This design comes from an exercise in tuning for small area and a short achievable clock period on the open sky130 flow, not from production work.
Power and IR drop assume default switching activity.

==> job 4011: inputs <==
// note_lane_scroller
module note_lane_scroller #(
  parameter  int LANES   = note_pkg::DEF_LANES,
  parameter  int SLOTS   = 40,
  parameter  int POS_W   = note_pkg::DEF_POS_W,
  parameter  int SPEED_W = 4,
  parameter  int SPAWN_Y = note_pkg::DEF_SPAWN_Y,
  parameter  int HIT_Y   = note_pkg::DEF_HIT_Y,
  parameter  int HIT_WIN = note_pkg::DEF_HIT_WIN,
  localparam int IDX_W   = $clog2(SLOTS),
  localparam int LANE_W  = $clog2(LANES),
  localparam int CNT_W   = $clog2(SLOTS + 1)
) (
  input  logic               clock,
  input  logic               reset_n,
  input  logic               tick,
  input  logic [SPEED_W-1:0] speed,
  input  logic               chart_valid,
  input  logic [LANES-1:0]   chart_lanes,
  output logic               chart_ready,
  input  logic [LANES-1:0]   strum,
  output logic [LANES-1:0]   hit,
  output logic [LANES-1:0]   miss,
  output logic [LANES-1:0]   bad_strum,
  input  logic [IDX_W-1:0]   rd_idx,
  output logic               rd_valid,
  output logic [LANE_W-1:0]  rd_lane,
  output logic [POS_W-1:0]   rd_pos,
  output logic [CNT_W-1:0]   active_count,
  output logic               overflow
);
clock: 95.0 ns
lec_check: 0
cap_margin: 20
core_margin: 2
core_utilization: 45
cts_buf_list: sky130_fd_sc_hd__clkbuf_8
cts_cluster_size: 30
gpl_timing_driven: 0
place_density: 0.6
slew_margin: 20
standard.sh (not shown) runs the stock make flow with config.mk's settings and CLKGATE_MAP_FILE= SYNTH_SCRIPT=/design/flow/synth_recipe.tcl, a recipe that flattens the netlist after the stock synthesis.
==> flow/flow/run.sh <==
#!/bin/bash
# Layout flow: the standard ORFS flow with three changes:
#  - synthesis maps the logic for area (ABC "map -a", no Yosys full-adder extraction), except the
#    module note_late (logic after the late inputs), which is mapped for delay; registers
#    are mapped exactly as in the standard synthesis;
#  - ports are buffered with sky130_fd_sc_hd__buf_2;
#  - the resizer's setup repair works toward a setup margin (flow/margin.txt), so that it
#    shortens the paths that set the achieved clock period. The clock and constraints are the standard flow's.
# Each step's full output goes to a log file in this folder.
set -euo pipefail
HERE=$(pwd)
FLOWDIR=$HERE/flow
MARGIN=$(cat $FLOWDIR/margin.txt)
sed -e "s|SYNTH_SCRIPT=[^ ]*|SYNTH_SCRIPT=$FLOWDIR/synth.tcl|" standard.sh > own_synth.sh
sed -e "s|\"\${@:-finish}\"|SETUP_SLACK_MARGIN=$MARGIN BUFFER_PORTS_ARGS=\"-buffer_cell sky130_fd_sc_hd__buf_2\" \"\${@:-finish}\"|" standard.sh > own_layout.sh
export CUSTOM_ABC_SCRIPT=$FLOWDIR/abc_area.script
export CUSTOM_ABC_SCRIPT_LATE=$FLOWDIR/abc_late.script
bash own_synth.sh synth > flow_synth.log 2>&1
bash own_layout.sh > flow_layout.log 2>&1
==> flow/flow/abc_area.script <==
strash; dch; map -a
==> flow/flow/abc_late.script <==
strash; dch; map
==> flow/flow/margin.txt <==
73.5
==> flow/flow/synth.tcl <==
# The standard flow's synthesis script (synth_recipe.tcl) with the logic mapped for area: ABC runs our own
# script, Yosys's full/half-adder extraction is skipped, and the combinational module note_late
# (the logic after the late inputs) is kept apart until mapping and mapped with a delay script.
# Registers are all in the top module and are mapped exactly as in the standard synthesis.
proc synth {args} {
  if { ![info exists ::late_kept] } {
    set ::late_kept 1
    catch { yosys setattr -mod -set keep_hierarchy 1 note_late }
  }
  yosys synth -nofsm -noshare {*}$args
}
proc abc {args} {
  set i [lsearch -exact $args -script]
  set top_args $args
  set late_args $args
  if { $i >= 0 } {
    lset top_args [expr {$i + 1}] $::env(CUSTOM_ABC_SCRIPT)
    lset late_args [expr {$i + 1}] $::env(CUSTOM_ABC_SCRIPT_LATE)
  }
  yosys abc {*}$top_args $::env(DESIGN_NAME)
  catch { yosys abc {*}$late_args note_late }
}
proc extract_fa {args} { }
source $::env(SCRIPTS_DIR)/synth.tcl
# left out here: clear keep_hierarchy, flatten, clean up, hide names made inside functions, write 1_2_yosys.v
==> job 8254: changes against job 4011 <==
--- a/flow/design.v
+++ b/flow/design.v
@@ -78,67 +78,10 @@
   assign t34 = (t30 & t31) | (t30 & t22) | (t31 & t22);
   assign t35 = t34 ^ t32;
   assign t36 = t34 & t32;
   assign y = {t36, t35, t33, t29, t23};
 endmodule
-module note_late (
-  input  logic              tick,
-  input  logic [3:0]        speed,
-  input  logic [3:0]        strum,
-  input  logic [5:0]        rd_idx,
-  input  logic [39:0]       sv,         
-  input  logic [39:0][1:0]  sl,         
-  input  logic [39:0][8:0]  sp,         
-  input  logic [39:0][3:0]  lane_oh,    
-  input  logic [39:0]       win_any,    
-  input  logic [39:0]       alloc,      
-  output logic [39:0]       sv_d,
-  output logic [39:0][8:0]  sp_d,
-  output logic [1:0][4:0]   gone,       
-  output logic [3:0]        miss_d,
-  output logic              rdv_d,
-  output logic [1:0]        rdl_d,
-  output logic [8:0]        rdp_d
-);
-  logic [3:0]  step;
-  logic [39:0] over, sf, removed;
-  assign step = tick ? speed : 4'd0;
-  always_comb begin
-    for (int s = 0; s < 40; s++) begin
-      logic [4:0] lo;
-      lo       = {1'b0, sp[s][3:0]} + {1'b0, step};
-      over[s]  = sv[s] & (((sp[s][8:4] == 5'd27) & (lo >= 5'd5)) |
-                          ((sp[s][8:4] == 5'd26) & (lo >= 5'd21)));
-      sf[s]    = sv[s] & win_any[s] & |(strum & lane_oh[s]);
-      removed[s] = over[s] | sf[s];
-      sv_d[s]  = (sv[s] & ~removed[s]) | alloc[s];
-      sp_d[s]  = alloc[s] ? 9'd0 : {sp[s][8:4] + 5'(lo[4]), lo[3:0]};
-    end
-    for (int l = 0; l < 4; l++) begin
-      logic [39:0] g;
-      for (int s = 0; s < 40; s++) g[s] = over[s] & ~sf[s] & lane_oh[s][l];
-      miss_d[l] = |g;
-    end
-  end
-  note_popcount20 u_pc0 (.x (removed[19:0]),  .y (gone[0]));
-  note_popcount20 u_pc1 (.x (removed[39:20]), .y (gone[1]));
-  logic [39:0] rsel;
-  always_comb begin
-    for (int s = 0; s < 40; s++) rsel[s] = (rd_idx == 6'(s));
-    rdv_d = |(rsel & sv);
-    for (int b = 0; b < 2; b++) begin
-      logic [39:0] col;
-      for (int s = 0; s < 40; s++) col[s] = rsel[s] & sl[s][b];
-      rdl_d[b] = |col;
-    end
-    for (int b = 0; b < 9; b++) begin
-      logic [39:0] col;
-      for (int s = 0; s < 40; s++) col[s] = rsel[s] & sp[s][b];
-      rdp_d[b] = |col;
-    end
-  end
-endmodule
 module note_lane_scroller #(
   parameter  int LANES   = note_pkg::DEF_LANES,
   parameter  int SLOTS   = 40,
   parameter  int POS_W   = note_pkg::DEF_POS_W,
   parameter  int SPEED_W = 4,
@@ -195,10 +138,11 @@
   localparam int NQ = 4;
   localparam int QS = SLOTS / NQ;
   logic [SLOTS-1:0]      alive [LANES];
   logic [SLOTS-1:0]      win   [LANES];
   logic [LANES-1:0]      found;
+  logic [SLOTS-1:0]      strum_free;
   logic [NQ-1:0][5:0]    qmax  [LANES];
   logic [NQ-1:0]         qany  [LANES];
   logic [NQ-1:0]         qsel  [LANES];
   always_comb begin
     for (int l = 0; l < LANES; l++) begin
@@ -242,10 +186,16 @@
         .found_o  (unused_found)
       );
       assign win[l][q*QS +: QS] = oh & {QS{qsel[l][q]}};
     end
   end
+  always_comb begin
+    for (int s = 0; s < SLOTS; s++) begin
+      strum_free[s] = 1'b0;
+      for (int l = 0; l < LANES; l++) strum_free[s] = strum_free[s] | (strum[l] & win[l][s]);
+    end
+  end
   logic [SLOTS-1:0]  free_oh;
   logic              free_found;
   logic [LANES-1:0]  pend_oh;
   logic              pend_found;
   logic [LANE_W-1:0] pend_lane;
@@ -260,56 +210,71 @@
     .onehot_o (pend_oh),
     .found_o  (pend_found)
   );
   assign pend_lane = {pend_oh[3] | pend_oh[2], pend_oh[3] | pend_oh[1]};
   assign alloc     = ready_q ? '0 : free_oh;
-  logic [SLOTS-1:0]          sv_d;
-  logic [SLOTS-1:0][PW-1:0]  sp_d;
-  logic [LANES-1:0]          miss_d;
-  logic [CG-1:0][GW-1:0]     gone_d;
-  logic [SLOTS-1:0]          win_any;
-  logic                      rdv_d;
-  logic [LANE_W-1:0]         rdl_d;
-  logic [PW-1:0]             rdp_d;
+  logic [3:0]        step;
+  logic [SLOTS-1:0]  over;
+  logic [SLOTS-1:0]  sv_d;
+  logic [LANES-1:0]  miss_d;
+  logic [SLOTS-1:0][4:0] lo;
+  assign step = tick ? speed : '0;
+  logic [SLOTS-1:0] gone_l [LANES];
   always_comb begin
     for (int s = 0; s < SLOTS; s++) begin
-      win_any[s] = 1'b0;
-      for (int l = 0; l < LANES; l++) win_any[s] = win_any[s] | win[l][s];
+      lo[s]   = {1'b0, sp_q[s][3:0]} + {1'b0, step};
+      over[s] = sv_q[s] & (((sp_q[s][8:4] == 5'd27) & (lo[s] >= 5'd5)) |
+                           ((sp_q[s][8:4] == 5'd26) & (lo[s] >= 5'd21)));
+      sv_d[s] = (sv_q[s] & ~strum_free[s] & ~over[s]) | alloc[s];
+    end
+    for (int l = 0; l < LANES; l++) begin
+      for (int s = 0; s < SLOTS; s++) begin
+        gone_l[l][s] = over[s] & lane_oh[s][l] & ~strum_free[s];
+      end
+      miss_d[l]  = |gone_l[l];
     end
   end
-  note_late u_late (
-    .tick    (tick),
-    .speed   (speed),
-    .strum   (strum),
-    .rd_idx  (rd_idx),
-    .sv      (sv_q),
-    .sl      (sl_q),
-    .sp      (sp_q),
-    .lane_oh (lane_oh),
-    .win_any (win_any),
-    .alloc   (alloc),
-    .sv_d    (sv_d),
-    .sp_d    (sp_d),
-    .gone    (gone_d),
-    .miss_d  (miss_d),
-    .rdv_d   (rdv_d),
-    .rdl_d   (rdl_d),
-    .rdp_d   (rdp_d)
-  );
   always_ff @(posedge clock) begin
     for (int s = 0; s < SLOTS; s++) begin
-      sp_q[s] <= sp_d[s];
+      sp_q[s] <= alloc[s] ? PW'(SPAWN_Y) : {sp_q[s][8:4] + 5'(lo[s][4]), lo[s][3:0]};
       if (alloc[s]) sl_q[s] <= pend_lane;
     end
   end
+  logic [SLOTS-1:0]      removed;
+  logic [CG-1:0][GW-1:0] gone_d;
   logic [CNT_W-1:0]      count_now;
   logic [CNT_W-1:0]      base_d;
+  assign removed = over | (sv_q & strum_free);
+  for (genvar g = 0; g < CG; g++) begin : g_gone
+    note_popcount20 u_pc (
+      .x (removed[g*GS +: GS]),
+      .y (gone_d[g])
+    );
+  end
   always_comb begin
     count_now = base_q;
     for (int g = 0; g < CG; g++) count_now = count_now - CNT_W'(gone_q[g]);
     base_d = count_now + CNT_W'(!ready_q && free_found);
   end
+  logic [SLOTS-1:0]  rsel;
+  logic              rdv_d;
+  logic [LANE_W-1:0] rdl_d;
+  logic [PW-1:0]     rdp_d;
+  always_comb begin
+    for (int s = 0; s < SLOTS; s++) rsel[s] = (rd_idx == IDX_W'(s));
+    rdv_d = |(rsel & sv_q);
+    for (int b = 0; b < LANE_W; b++) begin
+      logic [SLOTS-1:0] col;
+      for (int s = 0; s < SLOTS; s++) col[s] = rsel[s] & sl_q[s][b];
+      rdl_d[b] = |col;
+    end
+    for (int b = 0; b < PW; b++) begin
+      logic [SLOTS-1:0] col;
+      for (int s = 0; s < SLOTS; s++) col[s] = rsel[s] & sp_q[s][b];
+      rdp_d[b] = |col;
+    end
+  end
   always_ff @(posedge clock or negedge reset_n) begin
     if (!reset_n) begin
       sv_q    <= '0;
       ready_q <= 1'b1;
       pend_q  <= '0;
==> flow/flow/run.sh (replaced) <==
#!/bin/bash
# Layout flow: the standard ORFS flow with three changes:
#  - synthesis maps the logic for area (ABC "map -a", no Yosys full-adder extraction); registers
#    are mapped exactly as in the standard synthesis;
#  - ports are buffered with sky130_fd_sc_hd__buf_2;
#  - the resizer's setup repair works toward a setup margin (flow/margin.txt), so that it
#    shortens the paths that set the achieved clock period. The clock and constraints are the standard flow's.
# Each step's full output goes to a log file in this folder.
set -euo pipefail
HERE=$(pwd)
FLOWDIR=$HERE/flow
MARGIN=$(cat $FLOWDIR/margin.txt)
sed -e "s|SYNTH_SCRIPT=[^ ]*|SYNTH_SCRIPT=$FLOWDIR/synth.tcl|" standard.sh > own_synth.sh
sed -e "s|\"\${@:-finish}\"|SETUP_SLACK_MARGIN=$MARGIN BUFFER_PORTS_ARGS=\"-buffer_cell sky130_fd_sc_hd__buf_2\" \"\${@:-finish}\"|" standard.sh > own_layout.sh
export CUSTOM_ABC_SCRIPT=$FLOWDIR/abc_area.script
bash own_synth.sh synth > flow_synth.log 2>&1
bash own_layout.sh > flow_layout.log 2>&1
==> flow/flow/margin.txt (replaced) <==
72
==> flow/flow/synth.tcl (replaced) <==
proc synth {args} { yosys synth -nofsm -noshare {*}$args }
# Map combinational logic for area: use our own ABC script in place of the one ORFS picks.
proc abc {args} {
  set i [lsearch -exact $args -script]
  if { $i >= 0 } { lset args [expr {$i + 1}] $::env(CUSTOM_ABC_SCRIPT) }
  yosys abc {*}$args
}
# Leave adders to ABC instead of Yosys's full/half-adder cell extraction.
proc extract_fa {args} { }
source $::env(SCRIPTS_DIR)/synth.tcl
# left out here: clear keep_hierarchy, flatten, clean up, hide names made inside functions, write 1_2_yosys.v
CORE_UTILIZATION = 30   (was 45)
PLACE_DENSITY = 0.5   (was 0.6)
removed: flow/flow/abc_late.script
==> job 8372: changes against job 4011 <==
==> flow/flow/margin.txt (replaced) <==
72
==> summary.txt <==
- Final core occ: between 50% and 60%
- Non-clk invs: 1287
- Outcome: timing/DRC/antenna clean
- Max IR drop VDD: 0.0272 mV
- Seq pwr share: 29.1%
[end of results for job 4011]
==> summary.txt <==
- Seq pwr share: 35.8%
- Length of routed met2 wiring: approximately 130000 µm
- Non-clk invs: 1192
- P_leak: 19.3 nW
- Outcome: timing/DRC/antenna clean
- Top power group: combinational cells
- Final GP Congestion: between 1 and 1.5
[end of results for job 8254]
==> summary.txt <==
- Outcome: timing/DRC/antenna clean
- Seq pwr share: 30.3%
- Worst R2R End: gone_q[3]
- Final core occ: 50.5%
- Max IR drop VDD: 0.0272 mV
- EDFF count, synth: 80
- CP Data Arrival Time: 23810 ps
- Non-clk invs: about 1.3k
[end of results for job 8372]
Function was not checked in any run of this note: the RTL went through the layout flow alone.

static timing again, ports no longer ideal:
Ports are ideal in the flow. The routed layouts listed here were re-timed in OpenROAD.
Step 1 assumes that a clkbuf_16 drives the clock port and a buf_2 every other input.
Step 2 times the ports against the registers' clock, not the clock port: input delays grow and output delays shrink by t, the midpoint of the rising clock arrivals with the driver on.
Slacks: ideal / step 1 / step 2; pairs: ideal / step 1.
run	t (ns)	slack for setup (ns)	worst setup path after step 2
job 4011	0.938	72.931 / 72.707 / 71.768	input to register
job 8254	0.962	72.151 / 72.174 / 71.212	input to register
job 8372	0.918	71.750 / 71.789 / 70.871	input to register
After both steps every run listed still meets setup and hold. The setup slack of job 4011, which loses most, moves by -0.224 ns with the drivers and by -1.163 ns with both steps.
